This is an optimization exercise on Yosys and OpenROAD, whose aim is small area, a short achievable clock period and few clock cycles per item, not a production implementation. Where RTL was checked, it was by simulation tests only, not by an equivalence proof against the original. No functional check of the RTL was part of run 2.

==> flow/design.v (outline; a module is shown in full before it is edited, if it fits) <==
// module fcv_mul: 2648 lines
// module fcv_div: 79 lines
// module fcv_add: 43 lines
// module fcv_qsub: 10 lines
// module fcv_qadd: 10 lines
// module formation_consensus_velocity: 709 lines
module formation_consensus_velocity
#(
    parameter int NUM_AGENTS = 5
)(
    input  logic        clk,
    input  logic        rst_n,
    input  logic        start,
    output logic        busy,
    input  logic [2:0]  kind,
    input  logic [7:0]  agent_id,
    input  logic signed [31:0] pos_x,
    input  logic signed [31:0] pos_y,
    input  logic [2:0]  row_index,
    input  logic [2:0]  col_index,
    input  logic signed [31:0] table_word,
    output logic        done,
    output logic signed [31:0] velocity_x,
    output logic signed [31:0] velocity_y,
    output logic        id_known,
    output logic        localized,
    output logic        singular,
    input  logic        psel,
    input  logic        penable,
    input  logic        pwrite,
    input  logic [2:0]  paddr,
    input  logic [31:0] pwdata,
    output logic [31:0] prdata,
    output logic        pready
);
  // ...
==> flow/run.sh <==
#!/bin/bash
# synth_recipe.tcl (not shown) runs the flow's synth.tcl, then flattens the netlist and writes it again
# the make line also repeats each setting of config.mk as NAME=value (left out here)
make -C /OpenROAD-flow-scripts/flow DESIGN_CONFIG=/design/flow/config.mk WORK_HOME=/design/flow/orfs CLKGATE_MAP_FILE= SYNTH_SCRIPT=/design/flow/synth_recipe.tcl finish
==> flow/config.mk <==
export PLATFORM = sky130hd
export DESIGN_NAME = formation_consensus_velocity
export DESIGN_NICKNAME = formation_consensus_velocity
export VERILOG_FILES = /design/flow/design.v
export SDC_FILE = /design/flow/constraint.sdc
export NUM_CORES = 4
export LEC_CHECK = 0
export ABC_AREA = 1
export CAP_MARGIN = 20
export CORE_MARGIN = 2
export CORE_UTILIZATION = 30
export PLACE_DENSITY = 0.4
export SLEW_MARGIN = 20
==> flow/constraint.sdc <==
create_clock -name core_clock -period 12.0 [get_ports {clk}]
set_input_delay 2.4000 -clock core_clock [delete_from_list [all_inputs] [get_ports {clk}]]
set_output_delay 2.4000 -clock core_clock [all_outputs]
set_load 0.01 [all_outputs]
==> results.ini, run 1 <==
[worst_setup_path]
crit_family = simple AND/OR/NAND/NOR gates
critPathSlowestCell = edfxtp_1
critical_path_buf_inv_count = 9
crit_path_end = g_lane[3].u_lane.rem_reg[11]

[cells_and_area]
multi_input_cells = 12000
nFillCells = 59600
multiInputGateArea_um2 = 82100
seq_area_um2 = 83800
syn_to_final_growth_pct = 13.3

[yosys]
synthAdderAreaFrac_pct = 14.3
synth_xor_area_share_pct = 4.51
synth.most_common_cell = nand2_1
synthSimpleGateAreaFrac_pct = 11.5
synthTopCellsByCount = nand2_1 (3211), edfxtp_1 (2520), inv_1 (1727), o21ai_0 (1520), nor2_1 (937)
synth_top_area_cell = edfxtp_1

[cts]
path_clk_slew_ns = 0.06
cts_setup_buffers = 0
max-clock-path-buffers = 4
cts_tree = built

[run]
max_cap_violations = 0

[floorplan]
die_y_um = 771
fp.dieW_um = 771

[routing]
drtIter0Drc = 11300
firstDrtPassIters = 6

[grt]
busiest_layer = met2
use_met3_pct = 3.72

[timing]
slew_headroom_pct = 6.94
fin_worst_skew_ns = 0.122
final.min_clock_period_ns = 10.75

[place]
dpl.hpwl_mm = 523

[outcome]
status = timing/DRC/antenna clean

Testbench counts, summed over its fixed seeds: cycles 12,283, items 864.
==> module fcv_div, before the edit <==
module fcv_div
(
    input  logic        clk,
    input  logic        rst_n,
    input  logic        init,
    input  logic [78:0] num_sh,
    input  logic [3:0]  cycles,
    input  logic        num_neg,
    input  logic        num_ovf,
    input  logic [46:0] den_abs,
    input  logic        den_neg,
    output logic        done,
    output logic [31:0] quo,
    output logic        sat,
    output logic        neg
);
    logic        run_reg;
    logic        done_reg;
    logic [3:0]  cnt_reg;
    logic [46:0] rem_reg;
    logic [31:0] quo_reg;
    logic        ovf_reg;
    logic        neg_reg;
    logic [47:0] r1, r2;
    logic [47:0] d1, d2;
    logic        ge1, ge2;
    logic [46:0] rem1;
    logic        co1, co2;
    assign r1 = {rem_reg, quo_reg[31]};
    fcv_add #(48) u_sub1 (.a(r1), .b(~{1'b0, den_abs}), .cin(1'b1), .s(d1), .cout(co1));
    assign ge1  = co1;
    assign rem1 = ge1 ? d1[46:0] : r1[46:0];
    assign r2   = {rem1, quo_reg[30]};
    fcv_add #(48) u_sub2 (.a(r2), .b(~{1'b0, den_abs}), .cin(1'b1), .s(d2), .cout(co2));
    assign ge2  = co2;
    always_ff @(posedge clk or negedge rst_n)
    begin
        if (!rst_n)
        begin
            run_reg  <= 1'b0;
            done_reg <= 1'b0;
            cnt_reg  <= '0;
        end
        else if (init)
        begin
            run_reg  <= 1'b1;
            done_reg <= 1'b0;
            cnt_reg  <= cycles;
        end
        else if (run_reg)
        begin
            cnt_reg <= cnt_reg - 4'd1;
            if (cnt_reg == 4'd0)
            begin
                run_reg  <= 1'b0;
                done_reg <= 1'b1;
            end
        end
    end
    always_ff @(posedge clk)
    begin
        if (init)
        begin
            rem_reg <= num_sh[78:32];
            quo_reg <= num_sh[31:0];
            ovf_reg <= num_ovf;
            neg_reg <= num_neg ^ den_neg;
        end
        else if (run_reg)
        begin
            rem_reg <= ge2 ? d2[46:0] : r2[46:0];
            quo_reg <= {quo_reg[29:0], ge1, ge2};
        end
    end
    assign done = done_reg;
    assign sat  = ovf_reg | quo_reg[31];
    assign quo  = quo_reg;
    assign neg  = neg_reg;
endmodule
==> module formation_consensus_velocity, before the edit <==
module formation_consensus_velocity
#(
    parameter int NUM_AGENTS = 5
)(
    input  logic        clk,
    input  logic        rst_n,
    input  logic        start,
    output logic        busy,
    input  logic [2:0]  kind,
    input  logic [7:0]  agent_id,
    input  logic signed [31:0] pos_x,
    input  logic signed [31:0] pos_y,
    input  logic [2:0]  row_index,
    input  logic [2:0]  col_index,
    input  logic signed [31:0] table_word,
    output logic        done,
    output logic signed [31:0] velocity_x,
    output logic signed [31:0] velocity_y,
    output logic        id_known,
    output logic        localized,
    output logic        singular,
    input  logic        psel,
    input  logic        penable,
    input  logic        pwrite,
    input  logic [2:0]  paddr,
    input  logic [31:0] pwdata,
    output logic [31:0] prdata,
    output logic        pready
);
    localparam int NUM_AGENTS_DEF = 5;
    localparam int FRAC_BITS      = 16;
    localparam int Q_W            = 32;
    function automatic logic [31:0] sat33(input logic [32:0] v);
        if (v[32] != v[31])
            sat33 = v[32] ? 32'h8000_0000 : 32'h7fff_ffff;
        else
            sat33 = v[31:0];
    endfunction
    function automatic logic [31:0] qsub(input logic [31:0] a, input logic [31:0] b);
        qsub = sat33({a[31], a} - {b[31], b});
    endfunction
    function automatic logic [31:0] qadd(input logic [31:0] a, input logic [31:0] b);
        qadd = sat33({a[31], a} + {b[31], b});
    endfunction
    function automatic logic [31:0] qscale(input logic [63:0] p);
        if (p[63:47] != {17{p[63]}})
            qscale = p[63] ? 32'h8000_0000 : 32'h7fff_ffff;
        else
            qscale = p[47:16];
    endfunction
    localparam logic [2:0] KIND_REPORT  = 3'd0;
    localparam logic [2:0] KIND_COMPUTE = 3'd1;
    localparam logic [2:0] KIND_GAIN    = 3'd2;
    localparam logic [2:0] KIND_SHAPE   = 3'd3;
    localparam logic [2:0] KIND_MASK    = 3'd4;
    localparam logic [2:0] KIND_ID      = 3'd5;
    localparam int AC_A00 = 0;
    localparam int AC_A01 = 1;
    localparam int AC_A11 = 2;
    localparam int AC_B00 = 3;
    localparam int AC_B01 = 4;
    localparam int AC_B10 = 5;
    localparam int AC_B11 = 6;
    localparam int AC_VX  = 7;
    localparam int AC_VY  = 8;
    localparam int AC_N   = 9;
    localparam logic [3:0] S_IDLE   = 4'd0;
    localparam logic [3:0] S_VX     = 4'd1;
    localparam logic [3:0] S_VY     = 4'd2;
    localparam logic [3:0] S_L      = 4'd3;
    localparam logic [3:0] S_DET    = 4'd4;
    localparam logic [3:0] S_N      = 4'd5;
    localparam logic [3:0] S_TWAIT  = 4'd6;
    localparam logic [3:0] S_TW1    = 4'd7;
    localparam logic [3:0] S_TW2    = 4'd8;
    localparam logic [3:0] S_POS    = 4'd9;
    localparam logic [3:0] S_TW3    = 4'd10;
    logic [7:0]  id_reg    [5];
    logic [4:0]  mask_reg  [5];
    logic [31:0] gain_reg  [5][5];
    logic [31:0] shx_tab   [5];
    logic [31:0] shy_tab   [5];
    logic [31:0] px_tab    [5];
    logic [31:0] py_tab    [5];
    logic [4:0]  pos_valid_reg;
    logic [2:0]  miss_reg;
    logic [3:0]  state_reg;
    logic        busy_reg;
    logic [2:0]  lop_reg;
    logic [1:0]  tr_reg;
    logic [4:0]  nb_reg;
    logic [4:0]  nrem_reg;
    logic [4:0]  lrem_reg;
    logic [4:0]  kk_oh;
    logic [4:0]  slot_oh;
    logic        vfirst_reg;
    logic        lfirst_reg;
    logic        known_reg;
    logic        loc_reg;
    logic        sing_reg;
    logic [31:0] cx_reg, cy_reg;
    logic        vlow_reg;
    logic [31:0] a_reg, b_reg;
    logic        m_v, m_q, m_first, m_last, m_clr, m_load, m_neg, m_dq, m_init;
    logic [3:0]  m_dst;
    logic [1:0]  m_lane;
    logic [2:0]  m_flags;
    logic [63:0] ps_reg, pc_reg;
    logic        x_v, x_q, x_first, x_last, x_clr, x_load, x_neg, x_dq, x_init;
    logic [3:0]  x_dst;
    logic [1:0]  x_lane;
    logic [2:0]  x_flags;
    logic [63:0] prod_reg;
    logic        y_v, y_q, y_first, y_last, y_clr, y_load, y_neg, y_dq, y_init;
    logic [3:0]  y_dst;
    logic [1:0]  y_lane;
    logic [2:0]  y_flags;
    logic [31:0] acc_reg [AC_N];
    logic [63:0] wide_reg;
    logic        dqcap_reg;
    logic [3:0]  linit_reg;
    logic [46:0] dabs_reg;
    logic [5:0]  dlen_reg;
    logic        dneg_reg;
    logic        done_reg;
    logic [2:0]  oflags_reg;
    logic        accept;
    logic        hit;
    logic [2:0]  hit_slot;
    logic        miss_valid;
    logic        row_ok, col_ok;
    assign accept     = start && !busy_reg;
    assign miss_valid = (miss_reg < 3'd5);
    assign row_ok     = (row_index < 3'd5);
    assign col_ok     = (col_index < 3'd5);
    always_comb
    begin
        hit      = 1'b0;
        hit_slot = '0;
        for (int s = 4; s >= 0; s--)
        begin
            if (id_reg[s] == agent_id)
            begin
                hit      = 1'b1;
                hit_slot = 3'(s);
            end
        end
    end
    logic [4:0] hit_mask;
    assign hit_mask = mask_reg[hit_slot];
    function automatic logic [4:0] lowbit(input logic [4:0] m);
        lowbit = m & (~m + 5'd1);
    endfunction
    logic [4:0]  miss_oh;
    logic [4:0]  low_miss;
    logic [31:0] rd_gain, rd_px, rd_py, rd_shx, rd_shy, self_shx, self_shy;
    logic [31:0] sub_a_in, sub_b_in;
    logic [31:0] qa, qb, qc, qd;
    assign miss_oh  = 5'd1 << miss_reg;
    assign low_miss = miss_oh - 5'd1;
    always_comb
    begin
        rd_gain  = '0;
        rd_px    = '0;
        rd_py    = '0;
        rd_shx   = '0;
        rd_shy   = '0;
        self_shx = '0;
        self_shy = '0;
        for (int k = 0; k < 5; k++)
        begin
            rd_px    = rd_px    | ({32{kk_oh[k] & pos_valid_reg[k]}} & px_tab[k]);
            rd_py    = rd_py    | ({32{kk_oh[k] & pos_valid_reg[k]}} & py_tab[k]);
            rd_shx   = rd_shx   | ({32{kk_oh[k]}} & shx_tab[k]);
            rd_shy   = rd_shy   | ({32{kk_oh[k]}} & shy_tab[k]);
            self_shx = self_shx | ({32{slot_oh[k]}} & shx_tab[k]);
            self_shy = self_shy | ({32{slot_oh[k]}} & shy_tab[k]);
            for (int r = 0; r < 5; r++)
                rd_gain = rd_gain | ({32{slot_oh[r] & kk_oh[k]}} & gain_reg[r][k]);
        end
    end
    assign sub_a_in = (state_reg == S_POS) ? acc_reg[AC_A00] : rd_px;
    assign sub_b_in = (state_reg == S_POS) ? acc_reg[AC_A01] : rd_py;
    fcv_qsub u_qa (.a(cx_reg), .b(sub_a_in), .y(qa));
    fcv_qsub u_qb (.a(cy_reg), .b(sub_b_in), .y(qb));
    fcv_qsub u_qc (.a(self_shx), .b(rd_shx), .y(qc));
    fcv_qsub u_qd (.a(self_shy), .b(rd_shy), .y(qd));
    logic [63:0] wide_abs;
    logic [3:0]  lane_done;
    logic [31:0] lane_quo [4];
    logic [3:0]  lane_sat, lane_neg;
    logic        wide_ovf;
    logic [31:0] theta_q;
    logic [31:0] theta;
    logic [63:0] wide_negv;
    logic [46:0] ovf_d;
    logic [31:0] theta_neg;
    logic        c_wn, c_ovf, c_tn;
    fcv_add #(64) u_wneg (.a(~wide_reg), .b(64'd0), .cin(1'b1), .s(wide_negv), .cout(c_wn));
    assign wide_abs = wide_reg[63] ? wide_negv : wide_reg;
    fcv_add #(47) u_ovf (.a({15'd0, wide_abs[63:32]}), .b(~dabs_reg), .cin(1'b1), .s(ovf_d), .cout(c_ovf));
    assign wide_ovf = c_ovf;
    function automatic logic [6:0] bitlen64(input logic [63:0] v);
        bitlen64 = 7'd0;
        for (int i = 0; i < 64; i++)
            if (v[i]) bitlen64 = 7'(i + 1);
    endfunction
    function automatic logic [5:0] bitlen47(input logic [46:0] v);
        bitlen47 = 6'd0;
        for (int i = 0; i < 47; i++)
            if (v[i]) bitlen47 = 6'(i + 1);
    endfunction
    logic [6:0]  nlen;
    logic [7:0]  ediff;
    logic [4:0]  jtop;
    logic [4:0]  lsh;
    logic [3:0]  lcyc;
    logic [78:0] num_sh;
    assign nlen  = bitlen64(wide_reg ^ {64{wide_reg[63]}});
    assign ediff = {1'b0, nlen} + 8'd1 - {2'd0, dlen_reg};
    always_comb
    begin
        if (ediff[7] || ediff[6:0] <= 7'd1)
            jtop = 5'd1;
        else if (ediff[6:0] >= 7'd31)
            jtop = 5'd31;
        else
            jtop = ediff[4:0] | 5'd1;
    end
    assign lsh    = 5'd31 - jtop;
    assign lcyc   = jtop[4:1];
    assign num_sh = {15'd0, wide_abs} << lsh;
    assign theta_q  = lane_quo[tr_reg];
    fcv_add #(32) u_tneg (.a(~theta_q), .b(32'd0), .cin(1'b1), .s(theta_neg), .cout(c_tn));
    assign theta    = lane_neg[tr_reg] ? (lane_sat[tr_reg] ? 32'h8000_0000 : theta_neg)
                                       : (lane_sat[tr_reg] ? 32'h7fff_ffff : theta_q);
    genvar gl;
    generate
        for (gl = 0; gl < 4; gl++)
        begin : g_lane
            fcv_div u_lane (
                .clk(clk),
                .rst_n(rst_n),
                .init(linit_reg[gl]),
                .num_sh(num_sh),
                .cycles(lcyc),
                .num_neg(wide_reg[63]),
                .num_ovf(wide_ovf),
                .den_abs(dabs_reg),
                .den_neg(dneg_reg),
                .done(lane_done[gl]),
                .quo(lane_quo[gl]),
                .sat(lane_sat[gl]),
                .neg(lane_neg[gl])
            );
        end
    endgenerate
    logic [3:0]  state_n;
    logic        busy_n;
    logic        iv, iq, ifirst, ilast, iclr, iload, ineg, idq, iinit;
    logic [3:0]  idst;
    logic [1:0]  ilane;
    logic [31:0] ia, ib;
    always_comb
    begin
        state_n = state_reg;
        busy_n  = busy_reg;
        iv = 1'b0; iq = 1'b1; ifirst = 1'b0; ilast = 1'b0; iclr = 1'b0;
        iload = 1'b0; ineg = 1'b0; idq = 1'b0; iinit = 1'b0;
        idst = 4'(AC_VX); ilane = 2'd0;
        ia = qc; ib = qa;
        unique case (state_reg)
            S_VX:
            begin
                if (kk_oh == 5'd0)
                begin
                    if (vlow_reg)
                    begin
                        state_n = S_TWAIT;
                    end
                    else
                    begin
                        iv      = 1'b1;
                        iclr    = 1'b1;
                        ilast   = 1'b1;
                        ia      = 32'd0;
                        ib      = 32'd0;
                        state_n = S_IDLE;
                        busy_n  = 1'b0;
                    end
                end
                else
                begin
                    iv      = 1'b1;
                    ia      = rd_gain;
                    ib      = qa;
                    ifirst  = vfirst_reg;
                    idst    = 4'(AC_VX);
                    state_n = S_VY;
                    busy_n  = vlow_reg || (nrem_reg != 5'd0);
                end
            end
            S_VY:
            begin
                iv     = 1'b1;
                ia     = rd_gain;
                ib     = qb;
                ifirst = vfirst_reg;
                idst   = 4'(AC_VY);
                if (nrem_reg != 5'd0)
                begin
                    state_n = S_VX;
                end
                else if (vlow_reg)
                begin
                    state_n = S_TWAIT;
                end
                else
                begin
                    ilast   = 1'b1;
                    state_n = S_IDLE;
                end
            end
            S_L:
            begin
                unique case (lop_reg)
                    3'd0:
                    begin
                        if (kk_oh == 5'd0)
                        begin
                            state_n = lfirst_reg ? S_VX : S_DET;
                        end
                        else
                        begin
                            iv = 1'b1; ia = qc; ib = qc; idst = 4'(AC_A00); ifirst = lfirst_reg;
                        end
                    end
                    3'd1: begin iv = 1'b1; ia = qc; ib = qd; idst = 4'(AC_A01); ifirst = lfirst_reg; end
                    3'd2: begin iv = 1'b1; ia = qd; ib = qd; idst = 4'(AC_A11); ifirst = lfirst_reg; end
                    3'd3: begin iv = 1'b1; ia = qc; ib = qa; idst = 4'(AC_B00); ifirst = lfirst_reg; end
                    3'd4: begin iv = 1'b1; ia = qc; ib = qb; idst = 4'(AC_B01); ifirst = lfirst_reg; end
                    3'd5: begin iv = 1'b1; ia = qd; ib = qa; idst = 4'(AC_B10); ifirst = lfirst_reg; end
                    default: begin iv = 1'b1; ia = qd; ib = qb; idst = 4'(AC_B11); ifirst = lfirst_reg; end
                endcase
            end
            S_DET:
            begin
                iv = 1'b1; iq = 1'b0;
                if (lop_reg[0] == 1'b0)
                begin
                    ia = acc_reg[AC_A00]; ib = acc_reg[AC_A11]; iload = 1'b1;
                end
                else
                begin
                    ia = acc_reg[AC_A01]; ib = acc_reg[AC_A01]; ineg = 1'b1; idq = 1'b1;
                    state_n = S_N;
                end
            end
            S_N:
            begin
                iv = 1'b1; iq = 1'b0;
                ilane = lop_reg[2:1];
                unique case (lop_reg)
                    3'd0: begin ia = acc_reg[AC_A11]; ib = acc_reg[AC_B00]; iload = 1'b1; end
                    3'd1: begin ia = acc_reg[AC_A01]; ib = acc_reg[AC_B10]; ineg = 1'b1; iinit = 1'b1; end
                    3'd2: begin ia = acc_reg[AC_A11]; ib = acc_reg[AC_B01]; iload = 1'b1; end
                    3'd3: begin ia = acc_reg[AC_A01]; ib = acc_reg[AC_B11]; ineg = 1'b1; iinit = 1'b1; end
                    3'd4: begin ia = acc_reg[AC_A01]; ib = acc_reg[AC_B00]; iload = 1'b1; ineg = 1'b1; end
                    3'd5: begin ia = acc_reg[AC_A00]; ib = acc_reg[AC_B10]; iinit = 1'b1; end
                    3'd6: begin ia = acc_reg[AC_A01]; ib = acc_reg[AC_B01]; iload = 1'b1; ineg = 1'b1; end
                    default: begin ia = acc_reg[AC_A00]; ib = acc_reg[AC_B11]; iinit = 1'b1; end
                endcase
                if (lop_reg == 3'd7)
                begin
                    state_n = S_VX;
                end
            end
            S_TWAIT:
            begin
                if (sing_reg)
                begin
                    state_n = S_VX;
                end
                else if (lane_done[tr_reg])
                begin
                    iv     = 1'b1;
                    ia     = theta;
                    ib     = tr_reg[1] ? qd : qc;
                    idst   = tr_reg[0] ? 4'(AC_A01) : 4'(AC_A00);
                    ifirst = !tr_reg[1];
                    if (tr_reg == 2'd3)
                    begin
                        state_n = S_TW1;
                    end
                end
            end
            S_TW1:   state_n = S_TW2;
            S_TW2:   state_n = S_TW3;
            S_TW3:   state_n = S_POS;
            S_POS:   state_n = S_VX;
            default: state_n = S_IDLE;
        endcase
        if (accept && kind == KIND_COMPUTE)
        begin
            busy_n = 1'b1;
            if (hit && miss_valid && hit_mask[miss_reg])
                state_n = S_L;
            else
                state_n = S_VX;
        end
    end
    always_ff @(posedge clk or negedge rst_n)
    begin
        if (!rst_n)
        begin
            state_reg     <= S_IDLE;
            busy_reg      <= 1'b0;
            miss_reg      <= 3'd5;
            pos_valid_reg <= '0;
            m_v           <= 1'b0;
            x_v           <= 1'b0;
            y_v           <= 1'b0;
            done_reg      <= 1'b0;
            dqcap_reg     <= 1'b0;
            linit_reg     <= '0;
        end
        else
        begin
            state_reg <= state_n;
            busy_reg  <= busy_n;
            m_v       <= iv;
            x_v       <= m_v;
            y_v       <= x_v;
            done_reg  <= y_v && y_last;
            dqcap_reg <= y_v && y_dq;
            for (int r = 0; r < 4; r++)
                linit_reg[r] <= y_v && y_init && (y_lane == 2'(r));
            if (psel && penable && pwrite && !paddr[2])
                miss_reg <= pwdata[2:0];
            if (accept && kind == KIND_REPORT && hit && !(miss_valid && hit_slot == miss_reg))
                pos_valid_reg[hit_slot] <= 1'b1;
            if (state_reg == S_POS)
                pos_valid_reg[miss_reg] <= 1'b1;
        end
    end
    always_ff @(posedge clk)
    begin
        if (accept)
        begin
            unique case (kind)
                KIND_REPORT:
                begin
                    if (hit && !(miss_valid && hit_slot == miss_reg))
                    begin
                        px_tab[hit_slot] <= pos_x;
                        py_tab[hit_slot] <= pos_y;
                    end
                end
                KIND_GAIN:
                begin
                    if (row_ok && col_ok)
                        gain_reg[row_index][col_index] <= table_word;
                end
                KIND_SHAPE:
                begin
                    if (row_ok)
                    begin
                        shx_tab[row_index] <= pos_x;
                        shy_tab[row_index] <= pos_y;
                    end
                end
                KIND_MASK:
                begin
                    if (row_ok)
                        mask_reg[row_index] <= table_word[4:0];
                end
                KIND_ID:
                begin
                    if (row_ok)
                        id_reg[row_index] <= table_word[7:0];
                end
                default: ;
            endcase
        end
        if (state_reg == S_POS)
        begin
            px_tab[miss_reg] <= qa;
            py_tab[miss_reg] <= qb;
        end
        if (accept && kind == KIND_COMPUTE)
        begin
            known_reg  <= hit;
            nb_reg     <= hit_mask;
            slot_oh    <= 5'd1 << hit_slot;
            if (hit && miss_valid && hit_mask[miss_reg])
            begin
                nrem_reg <= hit_mask & low_miss;
                vlow_reg <= 1'b1;
                kk_oh    <= lowbit(hit_mask & ~miss_oh);
                lrem_reg <= (hit_mask & ~miss_oh) & ~lowbit(hit_mask & ~miss_oh);
            end
            else
            begin
                nrem_reg <= (hit ? hit_mask : 5'd0) & ~lowbit(hit_mask);
                vlow_reg <= 1'b0;
                kk_oh    <= hit ? lowbit(hit_mask) : 5'd0;
            end
            vfirst_reg <= 1'b1;
            lfirst_reg <= 1'b1;
            loc_reg    <= 1'b0;
            sing_reg   <= 1'b0;
            cx_reg     <= pos_x;
            cy_reg     <= pos_y;
            lop_reg    <= 3'd0;
            tr_reg     <= 2'd0;
        end
        else
        begin
            unique case (state_reg)
                S_VY:
                begin
                    vfirst_reg <= 1'b0;
                    if (nrem_reg != 5'd0)
                    begin
                        kk_oh    <= lowbit(nrem_reg);
                        nrem_reg <= nrem_reg & ~lowbit(nrem_reg);
                    end
                    else
                    begin
                        kk_oh <= miss_oh;
                    end
                end
                S_VX:
                begin
                    if (kk_oh == 5'd0)
                        kk_oh <= miss_oh;
                end
                S_L:
                begin
                    if (lop_reg == 3'd0)
                    begin
                        if (kk_oh == 5'd0)
                        begin
                            if (lfirst_reg)
                            begin
                                sing_reg <= 1'b1;
                                kk_oh    <= lowbit(nb_reg);
                                nrem_reg <= nb_reg & ~lowbit(nb_reg);
                                vlow_reg <= 1'b0;
                            end
                        end
                        else
                        begin
                            lop_reg <= 3'd1;
                        end
                    end
                    else if (lop_reg == 3'd6)
                    begin
                        lop_reg    <= 3'd0;
                        lfirst_reg <= 1'b0;
                        kk_oh      <= lowbit(lrem_reg);
                        lrem_reg   <= lrem_reg & ~lowbit(lrem_reg);
                    end
                    else
                    begin
                        lop_reg <= lop_reg + 3'd1;
                    end
                end
                S_DET:
                begin
                    lop_reg <= lop_reg[0] ? 3'd0 : 3'd1;
                end
                S_N:
                begin
                    lop_reg <= lop_reg + 3'd1;
                    if (lop_reg == 3'd7)
                    begin
                        kk_oh    <= lowbit(nrem_reg);
                        nrem_reg <= nrem_reg & ~lowbit(nrem_reg);
                    end
                end
                S_TWAIT:
                begin
                    if (sing_reg)
                    begin
                        kk_oh    <= lowbit(nb_reg & ~low_miss);
                        nrem_reg <= (nb_reg & ~low_miss) & ~lowbit(nb_reg & ~low_miss);
                        vlow_reg <= 1'b0;
                    end
                    else if (lane_done[tr_reg])
                    begin
                        tr_reg <= tr_reg + 2'd1;
                    end
                end
                S_POS:
                begin
                    loc_reg  <= 1'b1;
                    kk_oh    <= lowbit(nb_reg & ~low_miss);
                    nrem_reg <= (nb_reg & ~low_miss) & ~lowbit(nb_reg & ~low_miss);
                    vlow_reg <= 1'b0;
                end
                default: ;
            endcase
        end
        if (dqcap_reg)
        begin
            dabs_reg <= wide_abs[62:16];
            dlen_reg <= bitlen47(wide_abs[62:16]);
            dneg_reg <= wide_reg[63];
            if (wide_abs[62:16] == 47'd0)
                sing_reg <= 1'b1;
        end
        a_reg   <= ia;
        b_reg   <= ib;
        m_q     <= iq;
        m_first <= ifirst;
        m_last  <= ilast;
        m_clr   <= iclr;
        m_load  <= iload;
        m_neg   <= ineg;
        m_dq    <= idq;
        m_init  <= iinit;
        m_dst   <= idst;
        m_lane  <= ilane;
        m_flags <= {known_reg, loc_reg || (state_reg == S_POS), sing_reg};
    end
    logic [63:0] ps, pc;
    fcv_mul u_mul (
        .a(a_reg),
        .b(b_reg),
        .ps(ps),
        .pc(pc)
    );
    always_ff @(posedge clk)
    begin
        ps_reg  <= ps;
        pc_reg  <= pc;
        x_q     <= m_q;
        x_first <= m_first;
        x_last  <= m_last;
        x_clr   <= m_clr;
        x_load  <= m_load;
        x_neg   <= m_neg;
        x_dq    <= m_dq;
        x_init  <= m_init;
        x_dst   <= m_dst;
        x_lane  <= m_lane;
        x_flags <= m_flags;
    end
    logic [63:0] prod;
    logic        c_prod;
    fcv_add #(64) u_prod (.a(ps_reg), .b(pc_reg), .cin(1'b0), .s(prod), .cout(c_prod));
    always_ff @(posedge clk)
    begin
        prod_reg <= prod;
        y_q      <= x_q;
        y_first  <= x_first;
        y_last   <= x_last;
        y_clr    <= x_clr;
        y_load   <= x_load;
        y_neg    <= x_neg;
        y_dq     <= x_dq;
        y_init   <= x_init;
        y_dst    <= x_dst;
        y_lane   <= x_lane;
        y_flags  <= x_flags;
    end
    logic [31:0] qv;
    logic [31:0] acc_in;
    logic [31:0] acc_sum;
    logic [63:0] wide_in;
    logic [63:0] wide_sum;
    logic        c_wide;
    assign qv       = qscale(prod_reg);
    assign acc_in   = y_first ? 32'd0 : acc_reg[y_dst];
    fcv_qadd u_acc (.a(acc_in), .b(qv), .y(acc_sum));
    assign wide_in  = y_load ? 64'd0 : wide_reg;
    fcv_add #(64) u_wide (.a(wide_in), .b(prod_reg ^ {64{y_neg}}), .cin(y_neg), .s(wide_sum), .cout(c_wide));
    always_ff @(posedge clk)
    begin
        if (y_v)
        begin
            if (y_clr)
            begin
                acc_reg[AC_VX] <= 32'd0;
                acc_reg[AC_VY] <= 32'd0;
            end
            else if (y_q)
            begin
                acc_reg[y_dst] <= acc_sum;
            end
            else
            begin
                wide_reg <= wide_sum;
            end
            if (y_last)
                oflags_reg <= y_flags;
        end
    end
    assign busy       = busy_reg;
    assign done       = done_reg;
    assign velocity_x = acc_reg[AC_VX];
    assign velocity_y = acc_reg[AC_VY];
    assign id_known   = oflags_reg[2];
    assign localized  = oflags_reg[1];
    assign singular   = oflags_reg[0];
    assign pready     = 1'b1;
    assign prdata     = paddr[2] ? 32'd0 : {29'd0, miss_reg};
endmodule
==> run 2: changes to the inputs <==
--- a/flow/design.v
+++ b/flow/design.v
@@ -2672,8 +2672,7 @@
     input  logic        clk,
     input  logic        rst_n,
     input  logic        init,
-    input  logic [78:0] num_sh,
-    input  logic [3:0]  cycles,
+    input  logic [63:0] num_abs,
     input  logic        num_neg,
     input  logic        num_ovf,
     input  logic [46:0] den_abs,
@@ -2683,6 +2682,27 @@
     output logic        sat,
     output logic        neg
 );
+    localparam int NUM_AGENTS_DEF = 5;
+    localparam int FRAC_BITS      = 16;
+    localparam int Q_W            = 32;
+    function automatic logic [31:0] sat33(input logic [32:0] v);
+        if (v[32] != v[31])
+            sat33 = v[32] ? 32'h8000_0000 : 32'h7fff_ffff;
+        else
+            sat33 = v[31:0];
+    endfunction
+    function automatic logic [31:0] qsub(input logic [31:0] a, input logic [31:0] b);
+        qsub = sat33({a[31], a} - {b[31], b});
+    endfunction
+    function automatic logic [31:0] qadd(input logic [31:0] a, input logic [31:0] b);
+        qadd = sat33({a[31], a} + {b[31], b});
+    endfunction
+    function automatic logic [31:0] qscale(input logic [63:0] p);
+        if (p[63:47] != {17{p[63]}})
+            qscale = p[63] ? 32'h8000_0000 : 32'h7fff_ffff;
+        else
+            qscale = p[47:16];
+    endfunction
     logic        run_reg;
     logic        done_reg;
     logic [3:0]  cnt_reg;
@@ -2694,7 +2714,7 @@
     logic [47:0] d1, d2;
     logic        ge1, ge2;
     logic [46:0] rem1;
-    logic        co1, co2;
+    logic co1, co2;
     assign r1 = {rem_reg, quo_reg[31]};
     fcv_add #(48) u_sub1 (.a(r1), .b(~{1'b0, den_abs}), .cin(1'b1), .s(d1), .cout(co1));
     assign ge1  = co1;
@@ -2714,12 +2734,12 @@
         begin
             run_reg  <= 1'b1;
             done_reg <= 1'b0;
-            cnt_reg  <= cycles;
+            cnt_reg  <= '0;
         end
         else if (run_reg)
         begin
-            cnt_reg <= cnt_reg - 4'd1;
-            if (cnt_reg == 4'd0)
+            cnt_reg <= cnt_reg + 4'd1;
+            if (cnt_reg == 4'd15)
             begin
                 run_reg  <= 1'b0;
                 done_reg <= 1'b1;
@@ -2730,8 +2750,8 @@
     begin
         if (init)
         begin
-            rem_reg <= num_sh[78:32];
-            quo_reg <= num_sh[31:0];
+            rem_reg <= {15'd0, num_abs[63:32]};
+            quo_reg <= num_abs[31:0];
             ovf_reg <= num_ovf;
             neg_reg <= num_neg ^ den_neg;
         end
@@ -2899,11 +2919,10 @@
     logic        busy_reg;
     logic [2:0]  lop_reg;
     logic [1:0]  tr_reg;
+    logic [2:0]  slot_reg;
     logic [4:0]  nb_reg;
     logic [4:0]  nrem_reg;
     logic [4:0]  lrem_reg;
-    logic [4:0]  kk_oh;
-    logic [4:0]  slot_oh;
     logic        vfirst_reg;
     logic        lfirst_reg;
     logic        known_reg;
@@ -2931,7 +2950,6 @@
     logic        dqcap_reg;
     logic [3:0]  linit_reg;
     logic [46:0] dabs_reg;
-    logic [5:0]  dlen_reg;
     logic        dneg_reg;
     logic        done_reg;
     logic [2:0]  oflags_reg;
@@ -2959,43 +2977,37 @@
     end
     logic [4:0] hit_mask;
     assign hit_mask = mask_reg[hit_slot];
-    function automatic logic [4:0] lowbit(input logic [4:0] m);
-        lowbit = m & (~m + 5'd1);
+    function automatic logic [2:0] lowest(input logic [4:0] m);
+        lowest = 3'd0;
+        for (int i = 4; i >= 0; i--)
+            if (m[i]) lowest = 3'(i);
     endfunction
-    logic [4:0]  miss_oh;
-    logic [4:0]  low_miss;
-    logic [31:0] rd_gain, rd_px, rd_py, rd_shx, rd_shy, self_shx, self_shy;
+    logic [2:0]  kk;
+    logic [2:0]  kv, kl;
+    logic [31:0] rd_gain, rd_px, rd_py, rd_shx, rd_shy;
     logic [31:0] sub_a_in, sub_b_in;
     logic [31:0] qa, qb, qc, qd;
-    assign miss_oh  = 5'd1 << miss_reg;
-    assign low_miss = miss_oh - 5'd1;
+    assign kv = lowest(nrem_reg);
+    assign kl = lowest(lrem_reg);
     always_comb
     begin
-        rd_gain  = '0;
-        rd_px    = '0;
-        rd_py    = '0;
-        rd_shx   = '0;
-        rd_shy   = '0;
-        self_shx = '0;
-        self_shy = '0;
-        for (int k = 0; k < 5; k++)
-        begin
-            rd_px    = rd_px    | ({32{kk_oh[k] & pos_valid_reg[k]}} & px_tab[k]);
-            rd_py    = rd_py    | ({32{kk_oh[k] & pos_valid_reg[k]}} & py_tab[k]);
-            rd_shx   = rd_shx   | ({32{kk_oh[k]}} & shx_tab[k]);
-            rd_shy   = rd_shy   | ({32{kk_oh[k]}} & shy_tab[k]);
-            self_shx = self_shx | ({32{slot_oh[k]}} & shx_tab[k]);
-            self_shy = self_shy | ({32{slot_oh[k]}} & shy_tab[k]);
-            for (int r = 0; r < 5; r++)
-                rd_gain = rd_gain | ({32{slot_oh[r] & kk_oh[k]}} & gain_reg[r][k]);
-        end
+        unique case (state_reg)
+            S_L:      kk = kl;
+            S_TWAIT:  kk = miss_reg;
+            default:  kk = kv;
+        endcase
     end
+    assign rd_gain = gain_reg[slot_reg][kk];
+    assign rd_px   = pos_valid_reg[kk] ? px_tab[kk] : 32'd0;
+    assign rd_py   = pos_valid_reg[kk] ? py_tab[kk] : 32'd0;
+    assign rd_shx  = shx_tab[kk];
+    assign rd_shy  = shy_tab[kk];
     assign sub_a_in = (state_reg == S_POS) ? acc_reg[AC_A00] : rd_px;
     assign sub_b_in = (state_reg == S_POS) ? acc_reg[AC_A01] : rd_py;
     fcv_qsub u_qa (.a(cx_reg), .b(sub_a_in), .y(qa));
     fcv_qsub u_qb (.a(cy_reg), .b(sub_b_in), .y(qb));
-    fcv_qsub u_qc (.a(self_shx), .b(rd_shx), .y(qc));
-    fcv_qsub u_qd (.a(self_shy), .b(rd_shy), .y(qd));
+    fcv_qsub u_qc (.a(shx_tab[slot_reg]), .b(rd_shx), .y(qc));
+    fcv_qsub u_qd (.a(shy_tab[slot_reg]), .b(rd_shy), .y(qd));
     logic [63:0] wide_abs;
     logic [3:0]  lane_done;
     logic [31:0] lane_quo [4];
@@ -3011,36 +3023,6 @@
     assign wide_abs = wide_reg[63] ? wide_negv : wide_reg;
     fcv_add #(47) u_ovf (.a({15'd0, wide_abs[63:32]}), .b(~dabs_reg), .cin(1'b1), .s(ovf_d), .cout(c_ovf));
     assign wide_ovf = c_ovf;
-    function automatic logic [6:0] bitlen64(input logic [63:0] v);
-        bitlen64 = 7'd0;
-        for (int i = 0; i < 64; i++)
-            if (v[i]) bitlen64 = 7'(i + 1);
-    endfunction
-    function automatic logic [5:0] bitlen47(input logic [46:0] v);
-        bitlen47 = 6'd0;
-        for (int i = 0; i < 47; i++)
-            if (v[i]) bitlen47 = 6'(i + 1);
-    endfunction
-    logic [6:0]  nlen;
-    logic [7:0]  ediff;
-    logic [4:0]  jtop;
-    logic [4:0]  lsh;
-    logic [3:0]  lcyc;
-    logic [78:0] num_sh;
-    assign nlen  = bitlen64(wide_reg ^ {64{wide_reg[63]}});
-    assign ediff = {1'b0, nlen} + 8'd1 - {2'd0, dlen_reg};
-    always_comb
-    begin
-        if (ediff[7] || ediff[6:0] <= 7'd1)
-            jtop = 5'd1;
-        else if (ediff[6:0] >= 7'd31)
-            jtop = 5'd31;
-        else
-            jtop = ediff[4:0] | 5'd1;
-    end
-    assign lsh    = 5'd31 - jtop;
-    assign lcyc   = jtop[4:1];
-    assign num_sh = {15'd0, wide_abs} << lsh;
     assign theta_q  = lane_quo[tr_reg];
     fcv_add #(32) u_tneg (.a(~theta_q), .b(32'd0), .cin(1'b1), .s(theta_neg), .cout(c_tn));
     assign theta    = lane_neg[tr_reg] ? (lane_sat[tr_reg] ? 32'h8000_0000 : theta_neg)
@@ -3053,8 +3035,7 @@
                 .clk(clk),
                 .rst_n(rst_n),
                 .init(linit_reg[gl]),
-                .num_sh(num_sh),
-                .cycles(lcyc),
+                .num_abs(wide_abs),
                 .num_neg(wide_reg[63]),
                 .num_ovf(wide_ovf),
                 .den_abs(dabs_reg),
@@ -3083,7 +3064,7 @@
         unique case (state_reg)
             S_VX:
             begin
-                if (kk_oh == 5'd0)
+                if (nrem_reg == 5'd0)
                 begin
                     if (vlow_reg)
                     begin
@@ -3108,7 +3089,7 @@
                     ifirst  = vfirst_reg;
                     idst    = 4'(AC_VX);
                     state_n = S_VY;
-                    busy_n  = vlow_reg || (nrem_reg != 5'd0);
+                    busy_n  = vlow_reg || ((nrem_reg & ~(5'd1 << kv)) != 5'd0);
                 end
             end
             S_VY:
@@ -3118,7 +3099,7 @@
                 ib     = qb;
                 ifirst = vfirst_reg;
                 idst   = 4'(AC_VY);
-                if (nrem_reg != 5'd0)
+                if ((nrem_reg & ~(5'd1 << kv)) != 5'd0)
                 begin
                     state_n = S_VX;
                 end
@@ -3137,7 +3118,7 @@
                 unique case (lop_reg)
                     3'd0:
                     begin
-                        if (kk_oh == 5'd0)
+                        if (lrem_reg == 5'd0)
                         begin
                             state_n = lfirst_reg ? S_VX : S_DET;
                         end
@@ -3301,21 +3282,19 @@
         if (accept && kind == KIND_COMPUTE)
         begin
             known_reg  <= hit;
+            slot_reg   <= hit_slot;
             nb_reg     <= hit_mask;
-            slot_oh    <= 5'd1 << hit_slot;
             if (hit && miss_valid && hit_mask[miss_reg])
             begin
-                nrem_reg <= hit_mask & low_miss;
+                nrem_reg <= hit_mask & ((5'd1 << miss_reg) - 5'd1);
                 vlow_reg <= 1'b1;
-                kk_oh    <= lowbit(hit_mask & ~miss_oh);
-                lrem_reg <= (hit_mask & ~miss_oh) & ~lowbit(hit_mask & ~miss_oh);
             end
             else
             begin
-                nrem_reg <= (hit ? hit_mask : 5'd0) & ~lowbit(hit_mask);
+                nrem_reg <= hit ? hit_mask : 5'd0;
                 vlow_reg <= 1'b0;
-                kk_oh    <= hit ? lowbit(hit_mask) : 5'd0;
             end
+            lrem_reg   <= hit_mask & ~(5'd1 << miss_reg);
             vfirst_reg <= 1'b1;
             lfirst_reg <= 1'b1;
             loc_reg    <= 1'b0;
@@ -3331,32 +3310,18 @@
                 S_VY:
                 begin
                     vfirst_reg <= 1'b0;
-                    if (nrem_reg != 5'd0)
-                    begin
-                        kk_oh    <= lowbit(nrem_reg);
-                        nrem_reg <= nrem_reg & ~lowbit(nrem_reg);
-                    end
-                    else
-                    begin
-                        kk_oh <= miss_oh;
-                    end
-                end
-                S_VX:
-                begin
-                    if (kk_oh == 5'd0)
-                        kk_oh <= miss_oh;
+                    nrem_reg   <= nrem_reg & ~(5'd1 << kv);
                 end
                 S_L:
                 begin
                     if (lop_reg == 3'd0)
                     begin
-                        if (kk_oh == 5'd0)
+                        if (lrem_reg == 5'd0)
                         begin
                             if (lfirst_reg)
                             begin
                                 sing_reg <= 1'b1;
-                                kk_oh    <= lowbit(nb_reg);
-                                nrem_reg <= nb_reg & ~lowbit(nb_reg);
+                                nrem_reg <= nb_reg;
                                 vlow_reg <= 1'b0;
                             end
                         end
@@ -3369,8 +3334,7 @@
                     begin
                         lop_reg    <= 3'd0;
                         lfirst_reg <= 1'b0;
-                        kk_oh      <= lowbit(lrem_reg);
-                        lrem_reg   <= lrem_reg & ~lowbit(lrem_reg);
+                        lrem_reg   <= lrem_reg & ~(5'd1 << kl);
                     end
                     else
                     begin
@@ -3384,18 +3348,12 @@
                 S_N:
                 begin
                     lop_reg <= lop_reg + 3'd1;
-                    if (lop_reg == 3'd7)
-                    begin
-                        kk_oh    <= lowbit(nrem_reg);
-                        nrem_reg <= nrem_reg & ~lowbit(nrem_reg);
-                    end
                 end
                 S_TWAIT:
                 begin
                     if (sing_reg)
                     begin
-                        kk_oh    <= lowbit(nb_reg & ~low_miss);
-                        nrem_reg <= (nb_reg & ~low_miss) & ~lowbit(nb_reg & ~low_miss);
+                        nrem_reg <= nb_reg & ~((5'd1 << miss_reg) - 5'd1);
                         vlow_reg <= 1'b0;
                     end
                     else if (lane_done[tr_reg])
@@ -3406,8 +3364,7 @@
                 S_POS:
                 begin
                     loc_reg  <= 1'b1;
-                    kk_oh    <= lowbit(nb_reg & ~low_miss);
-                    nrem_reg <= (nb_reg & ~low_miss) & ~lowbit(nb_reg & ~low_miss);
+                    nrem_reg <= nb_reg & ~((5'd1 << miss_reg) - 5'd1);
                     vlow_reg <= 1'b0;
                 end
                 default: ;
@@ -3416,7 +3373,6 @@
         if (dqcap_reg)
         begin
             dabs_reg <= wide_abs[62:16];
-            dlen_reg <= bitlen47(wide_abs[62:16]);
             dneg_reg <= wide_reg[63];
             if (wide_abs[62:16] == 47'd0)
                 sing_reg <= 1'b1;
--- a/flow/config.mk
+++ b/flow/config.mk
@@ -8,6 +8,6 @@
 export ABC_AREA = 1
 export CAP_MARGIN = 20
 export CORE_MARGIN = 2
-export CORE_UTILIZATION = 30
-export PLACE_DENSITY = 0.4
+export CORE_UTILIZATION = 35
+export PLACE_DENSITY = 0.5
 export SLEW_MARGIN = 20
==> results.ini, run 2 <==
[routing]
antenna_left = 0
route.detailed.drc = 0
vias_per_cell = 5.55
wirelength_mm = 691
firstDrtPassIters = 6  ; unchanged
routed-via-count = 142000
drtIter0Drc = 14900  ; +31%
avgRoutedWirePerCell_um = 26.9

[timing]
worstMarginPinSlew_ns = 1.28
hold_viol = 0
final.min_clock_period_ns = 9.88  ; -0.873 ns
tns_ns = 0
rsz0062_at_grt = false
fmax_mhz = 101
period_share_pct = 82.3
fin_worst_skew_ns = 0.109  ; -0.0136 ns
holdWs_ns = 0.302
drv_slew = 0
setup_viol_count_final = 0
slew_headroom_pct = 12.4  ; +5.4 points

[outcome]
status = timing/DRC/antenna clean

[worst_setup_path]
path_class = flop to flop
ff2ff_path_depth = 39
crit_path_end = b_reg[15]
critPathCaptureType = flop
setup.worst_path.start = state_reg[1]
path_depth = 39
crit-reg2reg-launch = state_reg[1]
critical_path_buf_inv_count = 10  ; +1
max_stage_delay_ns = 0.66
worstPathArrival_ns = 10.72
crit_fanout = 69
r2r_end = b_reg[15]
worstSetupStartpointType = flop
crit_family = buffers and inverters
cp_common_cell = nand2_1
r2r_slack_ns = 2.12
critPathSlowestCell = fa_1
critPathRequiredTime_ns = 12.84

[place]
gp_congestion = 0.999
port_buffers = 194
dpl.hpwl_mm = 469  ; -10%

[yosys]
syn-mean-instance-area_um2 = 9.53
netlist_area_um2 = 178000
synthTopCellsByArea = edfxtp_1 (41%), fa_1 (8.3%), nand2_1 (7.3%)
synth_seq_cells = 2902
synth.distinct_cells = 81
synth-main-ff-cell = edfxtp_1
yosysSeqAreaShare_pct = 46.4
async_flop_share_pct = 1.59
synthTopCellsByCount = nand2_1 (3478), edfxtp_1 (2448), o21ai_0 (1755), inv_1 (1657), nor2_1 (1265)
synth.most_common_cell = nand2_1
yosys_warnings = 18
synth_edf_count = 2448
synth_top_area_cell = edfxtp_1
netlist.area_leader.share_pct = 41.2
syn_inst = 18700

[floorplan]
fp.dieW_um = 718  ; -6.9%
ioPinCount = 256
start_util_pct = 35.1
fp-row-count = 262
dieArea_um2 = 515000
die_y_um = 718  ; -6.9%
core_area_um2 = 508000

[cts]
cts-root-buf = clkbuf_16
cts_setup_buffers = 0  ; unchanged
cts.sinks = 2902
cts_hold_buf = 0
max-clock-path-buffers = 4  ; unchanged
cts_tree = built
cts_max_level = 5
path_clk_slew_ns = 0.07  ; about the same
cts_resized = 0
cts_inserted_buffers = 340
clkLatencyLatePin_ns = 1.04

[hold_path]
min_path_type = flop to flop

[grt]
grt-ovfl-total = 0
grt_pass1_vias = 136000
grt_pass1_wl_mm = 987
grt_max_degree = 165
grt_util_all_layers_pct = 26.0
antenna_found_initial = 51

[cells_and_area]
syn_to_final_growth_pct = 12.2
final_nets = 20300
largest_reg_flops = 800
final_cell_mix = nand2_1 (3473), edfxtp_1 (2448), o21ai_0 (1725), inv_1 (1639), nor2_1 (1207)
final_common_cell = nand2_1
drive_gt1_share_pct = 7.46

[run]
max_cap_violations = 0  ; unchanged

## run 2: cells by family (layout without fill, tap and decap cells)
| logic type | count (synthesis) | count (layout) | synth area share (%) |
|---|---|---|---|
| flip-flops | 2902 | 2902 | 46.4 |
| multiplexers | 16 | 16 | 0.0912 |
| AO/OA/AOI/OAI | 4581 | 4581 | 15.2 |
| XOR/XNOR | 853 | 853 | 4.19 |
| adder cells (fa/ha/maj) | 1575 | 1575 | 14.2 |
| other | 2 | 62 | 0.00421 |
| AND/OR/NAND/NOR | 5922 | 5922 | 13.7 |
| buffers and inverters | 2875 | 3014 | 6.28 |
## run 2: metal layers
metal | vias to the layer above | routed length [µm] | GRT usage [%]
met1 | 70300 | 282000 | 33.6
met2 | 5848 | 313000 | 41.5
met5 | - | 233 | 0
li1 | 64700 | - | -
met3 | 1363 | 57800 | 5.52
met4 | 36 | 38000 | 12.3
## run 2: per-stage QoR
stage | instances | cell area [µm²] | worst slack, ns | utilization (%)
floorplan | 18800 | 179000 | 2.98 | -
global placement | 25000 | 189000 | 2.48 | 37.1
detailed placement | 25000 | 189000 | 2.54 | 37.1
CTS | 25600 | 200000 | 2.50 | 39.3
global route | 25600 | 200000 | 1.70 | 39.4
finish | 25700 | 200000 | 2.12 | 39.4
## run 2: area by class of cell
type	instances	area, µm²
fillers	50100	308000
inverters	1723	6510
clock buffers	457	9400
clock inverters	162	1940
diodes	32	80.1
repair buffers	672	5740
multi-input cells	13000	85300
well taps	6732	8420
flip-flops and latches	2902	82900
## run 2: worst min path at each step
| stage | startpoint | end | cells past startpoint |
|---|---|---|---|
| 2_1_floorplan | m_clr | x_clr | 0 |
| 3_3_place_gp | x_dst[0] | y_dst[0] | 0 |
| 5_1_grt | x_neg | y_neg | 0 |
| 4_1_cts | m_dst[3] | x_dst[3] | 0 |
| 3_5_place_dp | x_lane[1] | y_lane[1] | 0 |
| 6_report | m_dst[3] | x_dst[3] | 0 |

what the ideal ports hide:
The flow's constraints put no driver on any port. The routed layouts listed below were extracted and timed again, unchanged, in two steps. Step 1, drivers: a clkbuf_16 drives clk and a buf_2 each remaining input, both assumed. Step 2, shift: input delay + t, output delay - t, t = (earliest + latest rising clock arrival at the registers) / 2. This alone moves slack from input paths to output paths. Slacks: no drivers / after step 1 / after step 2; pairs: no drivers / after step 1.
| run | shift t [ns] | setup slack, ns | worst setup path after step 2 | worst data-port slew with drivers (ns) |
|---|---|---|---|---|
| run 1 | 1.114 | 1.248 / 1.248 / 1.248 | register to register | 0.12 |
| run 2 | 1.106 | 2.120 / 2.120 / 2.120 | register to register | 0.21 |
After both steps setup and hold are still met in every run listed.
